This design comes from an exercise in tuning for small area and few clock cycles on the open sky130 flow, not from production work.
The RTL was checked by simulation tests, not by an equivalence proof against the original design.
Power and IR drop assume default switching activity.

// windowed_temperature_stability_detector_top
module windowed_temperature_stability_detector_top (
  input  wire                clk,
  input  wire                rst_n,
  input  wire                cfg_we,
  input  wire  [1:0]         cfg_index,
  input  wire  [15:0]        cfg_wdata,
  input  wire                in_valid,
  output logic               in_stall,
  input  wire                in_command,
  input  wire  signed [15:0] in_temperature,
  output logic               out_valid,
  input  wire                out_stall,
  output logic               out_stable,
  output logic signed [15:0] out_stable_temperature,
  output logic signed [15:0] out_window_mean,
  output logic               out_window_full,
  output logic               out_near_setpoint,
  output logic               out_low_spread
);
Size: roughly 78 I/O pins.
export LEC_CHECK = 0
export ABC_AREA = 1
export CAP_MARGIN = 20
export CORE_MARGIN = 2
export CORE_UTILIZATION = 65
export CTS_BUF_LIST = sky130_fd_sc_hd__clkbuf_8
export CTS_CLUSTER_DIAMETER = 60
export CTS_CLUSTER_SIZE = 15
export SLEW_MARGIN = 20
create_clock -name core_clock -period 8.5 [get_ports {clk}]
standard.sh (not shown) runs the stock make flow with config.mk's settings and CLKGATE_MAP_FILE= SYNTH_SCRIPT=/design/flow/synth_recipe.tcl, a recipe that flattens the netlist after the stock synthesis.
==> flow/flow/run.sh <==
#!/bin/bash
# Own layout flow: the standard flow, with two changes.
#  1. After the standard synthesis, faflip.py flips the polarity of full-adder
#     cells where that removes inverters (a full adder is self-dual), leaving
#     every register and every port function as synthesized.
#  2. Port buffers use buf_1 and the clock tree skips dummy loads.
# Each step writes its full output to a log file in this folder.
set -euo pipefail
RES=$PWD/orfs/results/$FLOW_PLATFORM/windowed_temperature_stability_detector_top/base
bash standard.sh "$RES/1_2_yosys.v" > 1_synth.log 2>&1
cp "$RES/1_2_yosys.v" 1_2_yosys_standard.v
python3 flow/faflip.py 1_2_yosys_standard.v "$RES/1_2_yosys.v" > faflip.log 2>&1
touch "$RES/1_2_yosys.v"
bash standard.sh \
  "BUFFER_PORTS_ARGS=-buffer_cell sky130_fd_sc_hd__buf_1" \
  "CTS_ARGS=-sink_clustering_enable -repair_clock_nets -buf_list sky130_fd_sc_hd__clkbuf_8 -sink_clustering_size 15 -sink_clustering_max_diameter 60 -dont_use_dummy_load" \
  finish > 2_layout.log 2>&1
==> flow/flow/faflip.py <==
#!/usr/bin/env python3
"""Flip the polarity of full-adder cells in a mapped netlist to cut inverters.

A full adder is self-dual: FA(~a, ~b, ~c) = (~sum, ~cout), and an xor2 cell
takes an inverted input or output by becoming xnor2. For each such cell we
may take the complemented inputs and treat its outputs as complemented; a
choice is kept when it lowers the number of inverters the netlist needs. The
logic function of every port and register input is unchanged.

usage: faflip.py in.v out.v
"""
import re
import sys
from collections import defaultdict

src = open(sys.argv[1]).read()
PRE = "sky130_fd_sc_hd__"
cell_re = re.compile(r"^  (" + PRE + r"\w+) +(\\\S+ |\S+) *\((.*?)\n  \);\n", re.S | re.M)
pin_re = re.compile(r"\.(\w+)\((.*?)\)(?:,|\s*$)", re.S | re.M)

m = re.search(r"^module (\S+)\(", src, re.M)
body_start = src.index(";", m.end()) + 1
cells = []
for cm in cell_re.finditer(src):
    typ, name, pins = cm.group(1), cm.group(2).strip(), cm.group(3)
    pl = [(p, n.strip()) for p, n in pin_re.findall(pins)]
    cells.append([typ, name, pl, cm.start(), cm.end()])
assert len(cells) == src.count("  " + PRE), (len(cells), src.count("  " + PRE))
first = cells[0][3]
last = cells[-1][4]
head = src[:first]
tail = src[last:]
assert "assign" not in src[first:last]
between = cell_re.sub("", src[first:last]).strip()
assert between == "", between[:200]

ports = set()
for pm in re.finditer(r"^\s*(input|output)\s+(\[[^\]]*\]\s*)?(\S+);", head, re.M):
    ports.add(pm.group(3))
def is_port(net):
    base = net.split("[")[0].lstrip("\\").strip()
    return base in ports or net in ports

OUTP = {"X", "Y", "Q", "Q_N", "SUM", "COUT"}
def is_inv(t):
    return re.match(PRE + r"(inv|clkinv)_\d+$", t) is not None
FA = PRE + "fa_1"
XOR_T = {PRE + "xor2_1": PRE + "xnor2_1", PRE + "xnor2_1": PRE + "xor2_1",
         PRE + "xor2_2": PRE + "xnor2_2", PRE + "xnor2_2": PRE + "xor2_2",
         PRE + "xor2_4": PRE + "xnor2_4", PRE + "xnor2_4": PRE + "xor2_4",
         }

driver = {}
for i, c in enumerate(cells):
    for p, n in c[2]:
        if p in OUTP:
            driver[n] = (i, p)

inv_of = {}   # output net -> input net
for i, c in enumerate(cells):
    if is_inv(c[0]):
        d = dict(c[2])
        if not is_port(d["Y"]):
            inv_of[d["Y"]] = (i, d["A"])

def root_of(net):
    pol = 0
    while net in inv_of:
        pol ^= 1
        net = inv_of[net][1]
    return net, pol

# consumers: (cell index, pin) of every non-removable-inverter cell input
uses = defaultdict(list)   # root -> list of (cell idx, pin, pol)
for i, c in enumerate(cells):
    if is_inv(c[0]) and dict(c[2])["Y"] in inv_of:
        continue
    for p, n in c[2]:
        if p in OUTP:
            continue
        if re.match(r"^\d+'", n):
            continue
        r, pol = root_of(n)
        uses[r].append((i, p, pol))

fa_idx = [i for i, c in enumerate(cells) if c[0] == FA]
xor_idx = set(i for i, c in enumerate(cells) if c[0] in XOR_T)
flippable = set()
for i in fa_idx:
    d = dict(cells[i][2])
    if not is_port(d["SUM"]) and not is_port(d["COUT"]):
        flippable.add(i)
for i in xor_idx:
    d = dict(cells[i][2])
    outn = [n for p, n in cells[i][2] if p in OUTP][0]
    if not is_port(outn):
        flippable.add(i)
flip = defaultdict(int)

def rootdrv(r):
    d = driver.get(r)
    if d and d[0] in flippable:
        return d[0]
    return None


roots_of_fa = defaultdict(set)
for r, us in uses.items():
    d = rootdrv(r)
    if d is not None:
        roots_of_fa[d].add(r)
    for i, p, pol in us:
        if i in flippable:
            roots_of_fa[i].add(r)
# roots with no users (nets driven but unused)
def need(r):
    d = rootdrv(r)
    q = flip[d] if d is not None else 0
    s = set()
    for i, p, pol in uses.get(r, []):
        if i in xor_idx:
            continue
        want = pol ^ (flip[i] if i in flippable else 0)
        s.add(want ^ q)
    return s

def local_cost(i):
    return sum(1 for r in roots_of_fa[i] if 1 in need(r))

before = sum(1 for r in uses if 1 in need(r))
for it in range(30):
    changed = False
    for i in list(fa_idx) + sorted(xor_idx):
        if i not in flippable:
            continue
        a = local_cost(i)
        flip[i] ^= 1
        b = local_cost(i)
        if b < a:
            changed = True
        else:
            flip[i] ^= 1
    if not changed:
        break
after = sum(1 for r in uses if 1 in need(r))

def esc(n):
    return n + " " if n.startswith("\\") else n


# rebuild connections
newcells = []
ninv = 0
inv_net = {}
def inv_name(r):
    global ninv
    if r not in inv_net:
        ninv += 1
        inv_net[r] = f"_faflip_n{ninv}_"
    return inv_net[r]
conn = {}  # (cell idx, pin) -> net
xpar = defaultdict(int)  # xor cells: parity of inverted inputs taken
for r, us in uses.items():
    d = rootdrv(r)
    q = flip[d] if d is not None else 0
    for i, p, pol in us:
        if i in xor_idx:
            conn[(i, p)] = r
            xpar[i] ^= pol ^ q
            continue
        want = pol ^ (flip[i] if i in flippable else 0)
        conn[(i, p)] = inv_name(r) if want ^ q else r
ntog = 0
for i in xor_idx:
    if xpar[i] ^ (flip[i] if i in flippable else 0):
        cells[i][0] = XOR_T[cells[i][0]]
        cells[i][2] = [({"X": "Y", "Y": "X"}.get(p, p), n) for p, n in cells[i][2]]
        ntog += 1
removed = set(i for i, c in enumerate(cells) if is_inv(c[0]) and dict(c[2])["Y"] in inv_of)

out = [head.rstrip("\n") + "\n"]
decl = []
for r, n in inv_net.items():
    decl.append(f"  wire {n};\n")
# declarations go before the first cell
out.append("".join(decl))
for i, c in enumerate(cells):
    if i in removed:
        continue
    pl = []
    for p, n in c[2]:
        if p not in OUTP and (i, p) in conn:
            n = conn[(i, p)]
        pl.append(f"    .{p}({esc(n)})")
    out.append(f"  {c[0]} {esc(c[1])} (\n" + ",\n".join(pl) + "\n  );\n")
for k, (r, n) in enumerate(inv_net.items()):
    out.append(f"  {PRE}inv_1 _faflip_i{k+1}_ (\n    .A({esc(r)}),\n    .Y({n})\n  );\n")
out.append(tail)
open(sys.argv[2], "w").write("".join(out))
nflip = sum(flip[i] for i in fa_idx)
print(f"faflip: {len(xor_idx)} xor cells, {ntog} changed type")
print(f"faflip: {len(fa_idx)} fa cells, {nflip} flipped; inverters {len(removed)} removed, {len(inv_net)} added "
      f"(model {before} -> {after})")
The baseline ran to the end with no violations.
Testbench counts at the start, summed over its fixed seeds: cycles 24,016.
==> next run, changes <==
--- a/flow/flow/faflip.py
+++ b/flow/flow/faflip.py
@@ -4,2 +4 @@
-A full adder is self-dual: FA(~a, ~b, ~c) = (~sum, ~cout), and an xor2 cell
-takes an inverted input or output by becoming xnor2. For each such cell we
+A full adder is self-dual: FA(~a, ~b, ~c) = (~sum, ~cout). For each fa cell we
@@ -8 +7,4 @@
-logic function of every port and register input is unchanged.
+logic function of every port and register input is unchanged. The choice is
+made greedily and then improved by simulated annealing (fixed seed). Last, an
+inverting gate whose only load is an inverter becomes the matching
+non-inverting gate.
@@ -144,0 +147,25 @@
+after = sum(1 for r in uses if 1 in need(r))
+# simulated annealing from the greedy result (deterministic seed)
+import random
+rng = random.Random(12345)
+cand = [i for i in list(fa_idx) + sorted(xor_idx) if i in flippable]
+best = dict(flip)
+cur = after
+bestc = after
+T = 2.0
+for step in range(200000):
+    i = cand[rng.randrange(len(cand))]
+    a = local_cost(i)
+    flip[i] ^= 1
+    b = local_cost(i)
+    dlt = b - a
+    if dlt <= 0 or rng.random() < pow(2.718, -dlt / T):
+        cur += dlt
+        if cur < bestc:
+            bestc = cur
+            best = dict(flip)
+    else:
+        flip[i] ^= 1
+    T = max(0.05, T * 0.99997)
+flip.clear()
+flip.update(best)
@@ -180,0 +208,37 @@
+# an inverting gate whose only load is an inverter becomes the
+# non-inverting gate of the same inputs, driving the inverter's net
+MERGE = {"nand2_1": "and2_0", "nor2_1": "or2_0", "nand3_1": "and3_1",
+         "nor3_1": "or3_1", "o21ai_0": "o21a_1", "a21oi_1": "a21o_1",
+         "o22ai_1": "o22a_1", "a22oi_1": "a22o_1", "nand4_1": "and4_1"}
+newinv = []  # (A net, Y net) of the inverters added above
+for k, (r, n) in enumerate(inv_net.items()):
+    newinv.append([r, n])
+loads2 = defaultdict(int)
+for i, c in enumerate(cells):
+    if i in removed:
+        continue
+    for p, n in c[2]:
+        if p not in OUTP:
+            loads2[conn.get((i, p), n)] += 1
+for a, y in newinv:
+    loads2[a] += 1
+drv2 = {}
+for i, c in enumerate(cells):
+    if i in removed:
+        continue
+    for p, n in c[2]:
+        if p in OUTP:
+            drv2[n] = i
+nmerge = 0
+for k, (a, y) in enumerate(newinv):
+    i = drv2.get(a)
+    if i is None or loads2[a] != 1 or is_port(a):
+        continue
+    t = cells[i][0][len(PRE):]
+    if t not in MERGE:
+        continue
+    cells[i][0] = PRE + MERGE[t]
+    cells[i][2] = [(("X" if p == "Y" else p), (y if p == "Y" else n)) for p, n in cells[i][2]]
+    newinv[k] = None
+    nmerge += 1
+
@@ -196 +260,4 @@
-for k, (r, n) in enumerate(inv_net.items()):
+for k, e in enumerate(newinv):
+    if e is None:
+        continue
+    r, n = e
@@ -197,0 +265 @@
+print(f"faflip: {nmerge} inverting gates merged with their inverter")
Settings changed: CORE_UTILIZATION 65 to 80.
The new run produced a layout that fails on setup timing.
Clock power hardly moves.
Via count increases by a little under a tenth.
Combinational power increases by a few percent.
Non-clock buffer count decreases by 10.
Wire length increases by about a fifth.
Setup slack gets worse by 0.55 ns.
Final area decreases by a few percent.
Hold slack gets worse by 0.015 ns.
Utilization increases by 15 points.
==> next run, changes <==
Settings changed: CORE_UTILIZATION 80 to 65.
Outcome: With this change the flow completed with no timing, DRC or antenna violations. Utilization fell by 15 points. Worst setup slack gains 0.48 ns. Routed wire length shrinks by 15%. Hold slack gets better by 0.026 ns. Via count went down by 8.8%. Cell count climbs by 3.2%. Die area climbs by 23%. First-iteration DRC count came out lower by 33%. Maximum frequency came out higher by 5.9%. Clock-buffer cell count increases by 3.
==> next run, changes <==
Settings changed: GPL_TIMING_DRIVEN from default to 0.
=> Via count climbs by 5.8%. Area after synthesis stays the same. Clock-buffer cell count drops by 2. Register-to-register slack gets worse by 0.36 ns. Clock power barely changes. Setup slack gets worse by 0.23 ns. Clock skew climbs by 0.048 ns. Combinational power drops by about 2%.

## re-timing with driven ports
How much do the figures lean on ideal ports? The routed layouts below were timed once more, with nothing changed but the port constraints.
Step 1: set_driving_cell puts a clkbuf_16 on clk and a buf_2 on each other input, an assumption about the parent block.
Step 2 moves the port delays by t, midway between the first and last clock arrival at a register: inputs arrive t later, outputs are due t later. That takes back most of the time a late clock gives input paths.
a / b / c = ideal / step 1 / step 2; a / b = the first two.
run | shift t [ns] | setup WS [ns] | hold WS [ns] | worst setup path after step 2 | worst slew at a driven data input, ns
the first run | 0.664 | 0.499 / 0.536 / -0.129 | 0.304 / 0.304 / 0.304 | input to register | 0.05
the second run | 0.676 | -0.051 / -0.028 / -0.704 | 0.289 / 0.289 / 0.289 | input to register | 0.05
the third run | 0.662 | 0.427 / 0.464 / -0.198 | 0.315 / 0.315 / 0.315 | input to register | 0.04
the fourth run | 0.665 | 0.196 / 0.230 / -0.435 | 0.269 / 0.269 / 0.269 | input to register | 0.06
Met with ideal ports but missed after step 2: setup timing in the first run, the third run and the fourth run. The setup slack of the second run, which loses most, moves by +0.023 ns with the drivers and by -0.653 ns with both steps.
